Source: an optimization exercise on an open RTL-to-GDS flow (aim: a short achievable clock period and few clock cycles per item). Production flows keep margins and buffers that such runs may drop.
The RTL was checked by simulation tests, not by an equivalence proof against the original design.
Power and IR drop assume default switching activity.

[flow/design.v]
`default_nettype none
package rv_m_pkg;
    localparam int unsigned xlen = 32;
    typedef enum logic [2:0] {
        op_mul    = 3'd0,   
        op_mulh   = 3'd1,   
        op_mulhsu = 3'd2,   
        op_mulhu  = 3'd3,   
        op_div    = 3'd4,
        op_divu   = 3'd5,
        op_rem    = 3'd6,
        op_remu   = 3'd7
    } muldiv_op_e;
    localparam int unsigned op_div_bit = 2;
endpackage
`default_nettype wire
`default_nettype none
package muldiv_pkg;
    typedef struct packed {
        logic [2:0]                   op;   
        logic [31:0]                  a;
        logic [31:0]                  b;
    } muldiv_req_t;
    localparam int unsigned pipe_depth = 30;
endpackage
`default_nettype wire
`timescale 1ns/1ps
`default_nettype none
module div_step_narrow #(
    parameter int unsigned W = 2
) (
    input  logic [W-1:0]  t,         
    input  logic [3:0]    d_low,     
    input  logic          d_fits,    
    output logic          q,
    output logic [W-1:0]  r
);
    logic [4:0] s;
    assign s = 5'(t) - {1'b0, d_low};
    assign q = d_fits && !s[4];
    assign r = q ? s[W-1:0] : t;
endmodule
module div_pipe (
    input  logic                           clk,
    input  logic [2:0]                     op,         
    input  logic [rv_m_pkg::xlen-1:0]      dividend,
    input  logic [rv_m_pkg::xlen-1:0]      divisor,
    input  logic [rv_m_pkg::xlen-1:0]      mul_word,   
    output logic [rv_m_pkg::xlen-1:0]      result      
);
    localparam int unsigned N  = 32;   
    localparam int unsigned KW = 4;
    logic       sgn, a_neg, b_neg;
    logic [31:0] ma;
    logic       q0, r0;
    logic       b_lt2, b_lt4, b_lt8, b_lt16;   
    logic [3:0] b4;                            
    assign sgn    = !op[0];   
    assign a_neg  = sgn && dividend[31];
    assign b_neg  = sgn && divisor[31];
    assign ma     = a_neg ? -dividend : dividend;
    assign b_lt2  = b_neg ? (&divisor[31:1] && divisor[0])   : !(|divisor[31:1]);
    assign b_lt4  = b_neg ? (&divisor[31:2] && |divisor[1:0]) : !(|divisor[31:2]);
    assign b_lt8  = b_neg ? (&divisor[31:3] && |divisor[2:0]) : !(|divisor[31:3]);
    assign b_lt16 = b_neg ? (&divisor[31:4] && |divisor[3:0]) : !(|divisor[31:4]);
    assign b4     = b_neg ? -divisor[3:0] : divisor[3:0];
    assign q0 = b_lt2 && (ma[31] || !b4[0]);
    assign r0 = ma[31] && !(b_lt2 && b4[0]);
    logic [31:0] r_s    [1:N];
    logic [31:0] x_s    [1:N];
    logic [32:0] nd_s   [1:N];   
    logic        selr_s [1:N];   
    logic        neg_s  [1:N];   
    logic        mul_s  [1:N];   
    logic [3:0]  dl_1;           
    logic [2:0]  lt_1;           
    always_ff @(posedge clk) begin
        r_s[1]    <= {31'd0, r0};
        x_s[1]    <= {ma[30:0], q0};
        nd_s[1]   <= b_neg ? {1'b1, divisor} : -{1'b0, divisor};
        selr_s[1] <= op[rv_m_pkg::op_div_bit] && op[1];
        neg_s[1]  <= op[rv_m_pkg::op_div_bit]
                     && (op[1] ? a_neg : ((a_neg ^ b_neg) && divisor != '0));
        mul_s[1]  <= !op[rv_m_pkg::op_div_bit];
        dl_1      <= b4;
        lt_1      <= {b_lt16, b_lt8, b_lt4};
    end
    logic       q1, q2, q3;
    logic [1:0] r1;
    logic [2:0] r2;
    logic [3:0] r3;
    div_step_narrow #(.W(2)) u_it1 (
        .t (({r_s[1][0], x_s[1][31]})), .d_low (dl_1), .d_fits (lt_1[0]), .q (q1), .r (r1)
    );
    div_step_narrow #(.W(3)) u_it2 (
        .t ({r1, x_s[1][30]}), .d_low (dl_1), .d_fits (lt_1[1]), .q (q2), .r (r2)
    );
    div_step_narrow #(.W(4)) u_it3 (
        .t ({r2, x_s[1][29]}), .d_low (dl_1), .d_fits (lt_1[2]), .q (q3), .r (r3)
    );
    always_ff @(posedge clk) begin
        r_s[KW]    <= {28'd0, r3};
        x_s[KW]    <= {x_s[1][28:0], q1, q2, q3};
        nd_s[KW]   <= nd_s[1];
        selr_s[KW] <= selr_s[1];
        neg_s[KW]  <= neg_s[1];
        mul_s[KW]  <= mul_s[1];
    end
    for (genvar k = KW; k < N; k++) begin : g_iter
        localparam int unsigned RW = (k + 1 < 32) ? k + 1 : 32;
        localparam logic [31:0] RMASK = (RW == 32) ? 32'hFFFF_FFFF : ((32'h1 << RW) - 1);
        logic [32:0] t;
        logic [33:0] s;
        logic        q;
        logic [31:0] r_n;
        logic [31:0] x_n;
        assign t   = {r_s[k], x_s[k][31]};
        assign s   = {1'b0, t} + {nd_s[k][32], nd_s[k]};   
        assign q   = !s[33];
        assign r_n = q ? s[31:0] : t[31:0];
        if (k == KW) begin : g_mul_in
            assign x_n = mul_s[k] ? mul_word : {x_s[k][30:0], q};
        end else begin : g_mul_hold
            assign x_n = mul_s[k] ? x_s[k] : {x_s[k][30:0], q};
        end
        always_ff @(posedge clk) begin
            r_s[k+1]    <= r_n & RMASK;
            x_s[k+1]    <= x_n;
            nd_s[k+1]   <= nd_s[k];
            selr_s[k+1] <= selr_s[k];
            neg_s[k+1]  <= neg_s[k];
            mul_s[k+1]  <= mul_s[k];
        end
    end
    logic [31:0] mag;
    assign mag    = selr_s[N] ? r_s[N] : x_s[N];
    assign result = (mag ^ {32{neg_s[N]}}) + {31'd0, neg_s[N]};
endmodule
`default_nettype wire
`timescale 1ns/1ps
`default_nettype none
module csa_level #(
    parameter int unsigned N_IN  = 3,
    parameter int unsigned N_OUT = 2 * (N_IN / 3) + N_IN % 3
) (
    input  logic [N_IN-1:0][63:0]  rows_in,
    output logic [N_OUT-1:0][63:0] rows_out
);
    localparam int unsigned G = N_IN / 3;
    for (genvar g = 0; g < G; g++) begin : g_fa
        logic [63:0] x, y, z, maj;
        assign x = rows_in[3*g];
        assign y = rows_in[3*g+1];
        assign z = rows_in[3*g+2];
        assign maj             = (x & y) | (x & z) | (y & z);
        assign rows_out[2*g]   = x ^ y ^ z;
        assign rows_out[2*g+1] = {maj[62:0], 1'b0};
    end
    for (genvar p = 0; p < N_IN % 3; p++) begin : g_pass
        assign rows_out[2*G+p] = rows_in[3*G+p];
    end
endmodule
module mul_pipe (
    input  logic                           clk,
    input  logic [2:0]                     op,       
    input  logic [rv_m_pkg::xlen-1:0]      a,
    input  logic [rv_m_pkg::xlen-1:0]      b,
    output logic [rv_m_pkg::xlen-1:0]      result    
);
    localparam int unsigned R0 = 34;
    localparam int unsigned R1 = 23;
    localparam int unsigned R2 = 16;
    localparam int unsigned R3 = 11;
    localparam int unsigned R4 = 8;
    localparam int unsigned R5 = 6;
    localparam int unsigned R6 = 4;
    localparam int unsigned R7 = 3;
    localparam int unsigned R8 = 2;
    logic        a_signed, b_neg;
    logic [63:0] ax;
    assign a_signed = (op == rv_m_pkg::op_mulh) || (op == rv_m_pkg::op_mulhsu);
    assign b_neg    = (op == rv_m_pkg::op_mulh) && b[31];
    assign ax       = {{32{a_signed & a[31]}}, a};
    logic [R0-1:0][63:0] pp;
    for (genvar i = 0; i < 32; i++) begin : g_pp
        assign pp[i] = b[i] ? (ax << i) : 64'd0;
    end
    assign pp[32] = b_neg ? {~a, 32'd0} : 64'd0;
    assign pp[33] = {31'd0, b_neg, 32'd0};
    logic [R1-1:0][63:0] l1;
    logic [R2-1:0][63:0] l2;
    logic [R3-1:0][63:0] l3, l3_q;
    logic [R4-1:0][63:0] l4;
    logic [R5-1:0][63:0] l5;
    logic [R6-1:0][63:0] l6;
    logic [R7-1:0][63:0] l7;
    logic [R8-1:0][63:0] l8, l8_q;
    logic                hi1, hi2;
    csa_level #(.N_IN(R0)) u_l1 (.rows_in(pp),   .rows_out(l1));
    csa_level #(.N_IN(R1)) u_l2 (.rows_in(l1),   .rows_out(l2));
    csa_level #(.N_IN(R2)) u_l3 (.rows_in(l2),   .rows_out(l3));
    csa_level #(.N_IN(R3)) u_l4 (.rows_in(l3_q), .rows_out(l4));
    csa_level #(.N_IN(R4)) u_l5 (.rows_in(l4),   .rows_out(l5));
    csa_level #(.N_IN(R5)) u_l6 (.rows_in(l5),   .rows_out(l6));
    csa_level #(.N_IN(R6)) u_l7 (.rows_in(l6),   .rows_out(l7));
    csa_level #(.N_IN(R7)) u_l8 (.rows_in(l7),   .rows_out(l8));
    always_ff @(posedge clk) begin
        l3_q <= l3;
        hi1  <= (op != rv_m_pkg::op_mul);
        l8_q <= l8;
        hi2  <= hi1;
    end
    logic [63:0] prod;
    assign prod   = l8_q[0] + l8_q[1];
    assign result = hi2 ? prod[63:32] : prod[31:0];
endmodule
`default_nettype wire
`timescale 1ns/1ps
`default_nettype none
module muldiv_ctrl (
    input  logic                           clk,
    input  logic                           reset,
    input  logic                           req,
    input  muldiv_pkg::muldiv_req_t        req_data,
    output logic                           busy,
    output logic                           result_valid,
    output logic [rv_m_pkg::xlen-1:0]      result,
    output muldiv_pkg::muldiv_req_t        req_q,
    input  logic [rv_m_pkg::xlen-1:0]      pipe_result
);
    localparam int unsigned D = muldiv_pkg::pipe_depth;
    logic [D:0] valid;   
    assign busy = 1'b0;
    always_ff @(posedge clk) begin
        req_q  <= req_data;
        result <= pipe_result;
    end
    always_ff @(posedge clk) begin
        if (reset) begin
            valid        <= '0;
            result_valid <= 1'b0;
        end else begin
            valid        <= {valid[D-1:0], req};
            result_valid <= valid[D];
        end
    end
endmodule
`default_nettype wire
`timescale 1ns/1ps
`default_nettype none
module muldiv_unit (
    input  logic                           clk,
    input  logic                           reset,
    input  logic                           req,
    input  muldiv_pkg::muldiv_req_t        req_data,
    output logic                           busy,
    output logic                           result_valid,
    output logic [rv_m_pkg::xlen-1:0]      result
);
    muldiv_pkg::muldiv_req_t        req_q;
    logic [rv_m_pkg::xlen-1:0]      mul_word;
    logic [rv_m_pkg::xlen-1:0]      pipe_result;
    muldiv_ctrl u_ctrl (
        .clk          (clk),
        .reset        (reset),
        .req          (req),
        .req_data     (req_data),
        .busy         (busy),
        .result_valid (result_valid),
        .result       (result),
        .req_q        (req_q),
        .pipe_result  (pipe_result)
    );
    mul_pipe u_mul (
        .clk    (clk),
        .op     (req_q.op),
        .a      (req_q.a),
        .b      (req_q.b),
        .result (mul_word)
    );
    div_pipe u_div (
        .clk      (clk),
        .op       (req_q.op),
        .dividend (req_q.a),
        .divisor  (req_q.b),
        .mul_word (mul_word),
        .result   (pipe_result)
    );
endmodule
`default_nettype wire
[flow/flow/run.sh]
#!/bin/bash
# The standard layout (standard.sh: ORFS synthesis to final layout, unchanged scripts and
# constraints), with ORFS's timing repair asked to leave setup slack beyond what the 10 ns
# clock needs, so that the achieved period comes out as short as repair can make it.
# ORFS writes each step's full log under orfs/logs; make's own output goes to standard_flow.log.
set -euo pipefail
bash standard.sh SETUP_SLACK_MARGIN=7 finish > standard_flow.log 2>&1
[flow/config.mk]
export PLATFORM = sky130hd
export DESIGN_NAME = muldiv_unit
export DESIGN_NICKNAME = muldiv_unit
export VERILOG_FILES = /design/flow/design.v
export SDC_FILE = /design/flow/constraint.sdc
export NUM_CORES = 4
export LEC_CHECK = 0
export ABC_CLOCK_PERIOD_IN_PS = 2500
export CAP_MARGIN = 20
export CORE_MARGIN = 2
export CORE_UTILIZATION = 55
export PLACE_DENSITY = 0.72
export SLEW_MARGIN = 20
[flow/standard.sh]
#!/bin/bash
# synth_recipe.tcl (not shown) runs the flow's synth.tcl, then flattens the netlist and writes it again
# the make line also repeats each setting of config.mk as NAME=value (left out here)
make -C /OpenROAD-flow-scripts/flow DESIGN_CONFIG=/design/flow/config.mk WORK_HOME=/design/flow/orfs CLKGATE_MAP_FILE= SYNTH_SCRIPT=/design/flow/synth_recipe.tcl "${@:-finish}"
[flow/constraint.sdc]
create_clock -name core_clock -period 10.0 [get_ports {clk}]
set_input_delay 2.0000 -clock core_clock [delete_from_list [all_inputs] [get_ports {clk}]]
set_output_delay 2.0000 -clock core_clock [all_outputs]
set_load 0.01 [all_outputs]
==> results.txt <==
-- area by class of cell --
| cell class | instances | area (um^2) |
|---|---|---|
| Antenna cell | 4 | 10.01 |
| Clock buffer | 465 | 9557 |
| Tap cell | 3515 | 4398 |
| Sequential cell | 3179 | 64020 |
| Inverter | 1461 | 5525 |
| Multi-Input combinational cell | 7989 | 80370 |
| Fill cell | 18682 | 88980 |
| Timing Repair inverter | 1 | 5.005 |
| Timing Repair Buffer | 668 | 7845 |
| Clock inverter | 126 | 1809 |
-- cell usage in the layout, fill, tap and decap left out, drive strengths merged, types with 36 or more instances in the layout --
| master | instances |
|---|---|
| and2 | 944 |
| o21a | 83 |
| mux2i | 64 |
| nand4 | 128 |
| and3 | 47 |
| dfxtp | 3179 |
| a211oi | 36 |
| a21o | 189 |
| o21ai | 476 |
| inv | 1465 |
| nor2b | 112 |
| fa | 1134 |
| mux2 | 1050 |
| buf | 578 |
| ha | 716 |
| nand2 | 555 |
| nor3 | 81 |
| clkbuf | 481 |
| xor2 | 233 |
| a21oi | 585 |
| clkdlybuf4s50 | 68 |
| xnor2 | 359 |
| clkinv | 74 |
| nand2b | 97 |
| o31ai | 42 |
| o21bai | 76 |
| nor2 | 489 |
| nand3 | 78 |
-- critical path, cell delays in order (launching register included) --
cell and delay [ns]:
dfxtp_2 0.34, ha_4 0.14, inv_2 0.04, fa_2 0.35, nand2b_4 0.17, a211oi_4 0.22, o311a_1 0.28, o311ai_4 0.15
a2111oi_4 0.38, o211ai_1 0.12, buf_4 0.18, o31ai_4 0.24, a21bo_2 0.23, nand2b_4 0.08, or4_4 0.48, nand3_2 0.07
-- where the power goes --
part / switching (W) / total, W / internal, W
Combinational: 0.0157 / 0.0298 / 0.0141
Sequential: 0.00242 / 0.0194 / 0.0169
Clock: 0.00519 / 0.0126 / 0.00745
-- flip-flops by register name, indices dropped and copies added, names as in the netlist, 3 cells and up --
signal and count:
u_div.r_s 523, u_div.neg_s 30, u_div.mul_s 29, u_ctrl.req_q 67
u_ctrl.valid 31, u_div.dl_1 4, u_div.nd_s 956, u_div.selr_s 30
u_ctrl.result 32, u_mul.l8_q 119, u_div.x_s 960, u_div.lt_1 3
u_mul.l3_q 392
-- worst paths after layout --
| kind | endpoint | slack, ns | cells after the start |
|---|---|---|---|
| setup / recovery | u_div.x_s[5][31]$_DFF_P_ | 6.49 | 15 |
| hold / removal | u_div.nd_s[4][20]$_DFF_P_ | 0.31 | 0 |
| setup reg to reg | u_div.x_s[5][31]$_DFF_P_ | 6.49 | 15 |
| hold reg to reg | u_div.nd_s[4][20]$_DFF_P_ | 0.31 | 0 |
-- metal layers --
metal,share of wire,track usage
met5,0.000083,0
met4,0.060,0.1269
met3,0.056,0.04290
met2,0.52,0.4657
met1,0.36,0.2698
-- cell families (layout without fill, tap and decap cells) --
family	Yosys count	count (layout)	share of synthesized area
other	1	5	0.00002581
AOI/OAI and AO/OA	1753	1756	0.07454
DFF	3179	3179	0.4381
muxes	1114	1114	0.08652
xor gates and xnor gates	592	592	0.03569
buffers and inverters	1954	2721	0.05081
and+or+nand+nor	2670	2676	0.09642
adders and majority gates	1850	1850	0.2179
-- per-stage QoR --
stage | setup slack (ns) | power (W) | utilization
floorplan | 6.611 | 0.03612 | -
global placement | 5.761 | 0.04361 | 0.5711
detailed placement | 5.839 | 0.04452 | 0.5711
CTS | 6.411 | 0.05995 | 0.6447
global route | 6.298 | 0.06603 | 0.6610
finish | 6.485 | 0.06181 | 0.6611
-- timing repair --
action                     4_1_cts  5_1_grt
gates resized for setup       1280      778
hold buffers                     0        0
setup endpoints to repair      900      724
gates cloned                    70       18
setup buffers                  265      127
pin swaps                      465      431
==> impl_metrics.py <==
metrics = {
    "timing": {
        "fin_skew_ns": 0.05308,
        "drv_slew": 0,
        "relSlewSlack": 0.3156,
        "max_clock_freq_mhz": 284.5,
        "rsz0062_at_grt": "true",
        "whs_ns": 0.3137,
        "setup_viol": 0,
        "hold_viol_final": 0,
        "period_minus_slack_ns": 3.515,
        "setup_tns_ns": 0,
        "period_share": 0.3515,
        "worstMarginPinSlew_ns": 1.027,
    },
    "yosys": {
        "ys_types": 87,
        "syn_avg_cell_area_um2": 11.08,
        "synth_area_um2": 145300,
        "yosysMostFrequentCell": "dfxtp_1",
        "yosysTopAreaCell": "dfxtp_1",
        "synth_edf_count": 0,
        "synth_commonest_cells": "dfxtp_1 (3,179), inv_1 (1,458), fa_1 (1,134)",
        "synth.net_count": 15033,
        "ys_seq_area_frac": 0.4381,
        "ys_warn_count": 9,
        "synth_async_sr_flop_share": 0,
        "syn_inst": 13113,
        "netlist.area_leader.share": 0.4381,
        "ys_ff_latch": 3179,
        "netlist_top_cells_area": "dfxtp_1 (44%), fa_1 (16%), mux2_2 (7.9%)",
        "ys.flop_type": "dfxtp_1",
    },
    "global_routing": {
        "grt_usage": 0.2499,
        "antenna_found_initial": 12,
        "grt_pass1_wl_mm": 539.5,
        "grt_pass1_vias": 102704,
        "grt_max_degree": 57,
        "grt.overflow.total": 0,
    },
    "route": {
        "via_per_inst": 5.420,
        "drt_first_pass_iters": 6,
        "wl_per_cell_um": 20.00,
        "drt-initial-drc-count": 5164,
        "antenna_left": 0,
        "vias": 94351,
        "drc_errors": 0,
        "wl_mm": 348.2,
    },
    "final_layout": {
        "fin_cells": 17408,
        "nets": 15550,
        "syn_to_final_growth_pct": 19.45,
        "drive_gt1_frac": 0.2446,
        "final_area_um2": 173500,
    },
    "place": {
        "placed_area_um2": 149900,
        "place.gp.congestion": 0.9063,
        "io_buffer_count": 102,
        "dpl.cell_count": 16333,
        "dp_hpwl_mm": 221.8,
    },
    "clock_tree": {
        "cts_root_buf": "clkbuf_16",
        "clockBufferDepth": 4,
        "numCtsBuffers": 330,
        "cts.clk_slew.worst_paths_ns": 0.06,
        "clkSinkCount": 3179,
        "cts_tree": "yes",
        "h-tree-depth": 5,
        "worstSkewPairLatency_ns": 0.93,
    },
    "setup_path": {
        "reg2reg_from": "u_mul.l8_q[73]$_DFF_P_",
        "cp-startpoint": "u_mul.l8_q[73]$_DFF_P_",
        "worst_ep_arrival_time_ns": 4.36,
        "cp-end-kind": "register",
        "worstPathRequired_ns": 10.84,
        "cp_max_fo": 3,
        "start_kind": "register",
        "critPathKind": "reg -> reg",
    },
    "floorplanning": {
        "dieArea_um2": 268300,
        "num_rows": 188,
        "core_area_um2": 262500,
        "dieHeight_um": 517.9,
        "initial_core_util": 0.5534,
        "fp.dieW_um": 517.9,
        "pin_count": 104,
    },
    "power_and_ir_drop": {
        "pwr_density_cell_nw_per_um2": 356.2,
        "ir_drop_uv": 427.7,
        "p_leak_nw": 76.38,
    },
    "flow_run": {
        "drv_cap": 0,
    },
    "worst_hold_path": {
        "min_path_type": "reg -> reg",
        "min_from": "u_div.nd_s[1][20]$_DFF_P_",
    },
    "run_status": {
        "status": "no timing/DRC/antenna violations",
    },
}
Testbench counts, summed over its fixed seeds: cycles 2,656, ops 2,400.

-- re-timing with driven ports --
The results above use ideal ports. As a check the final layout listed here was re-extracted and re-timed, cells and wires unchanged.
Step 1 assumes that a clkbuf_16 drives the clock port and a buf_2 every other input.
Step 2 also shifts input and output timing later by t, the mid clock arrival at the registers, as if the neighbouring blocks saw the same clock.
a / b / c = no drivers / after step 1 / after step 2; a / b = the first two.
t, ns: 0.991
setup WS [ns]: 6.485 / 6.485 / 6.485
hold WS [ns]: 0.314 / 0.314 / 0.314
worst setup path at the end: register to register
pins driven straight from the clock port: 1
After both steps setup and hold are still met in this run. For this run, drivers alone change the setup slack by 0.000 ns; drivers and shift together by 0.000 ns.
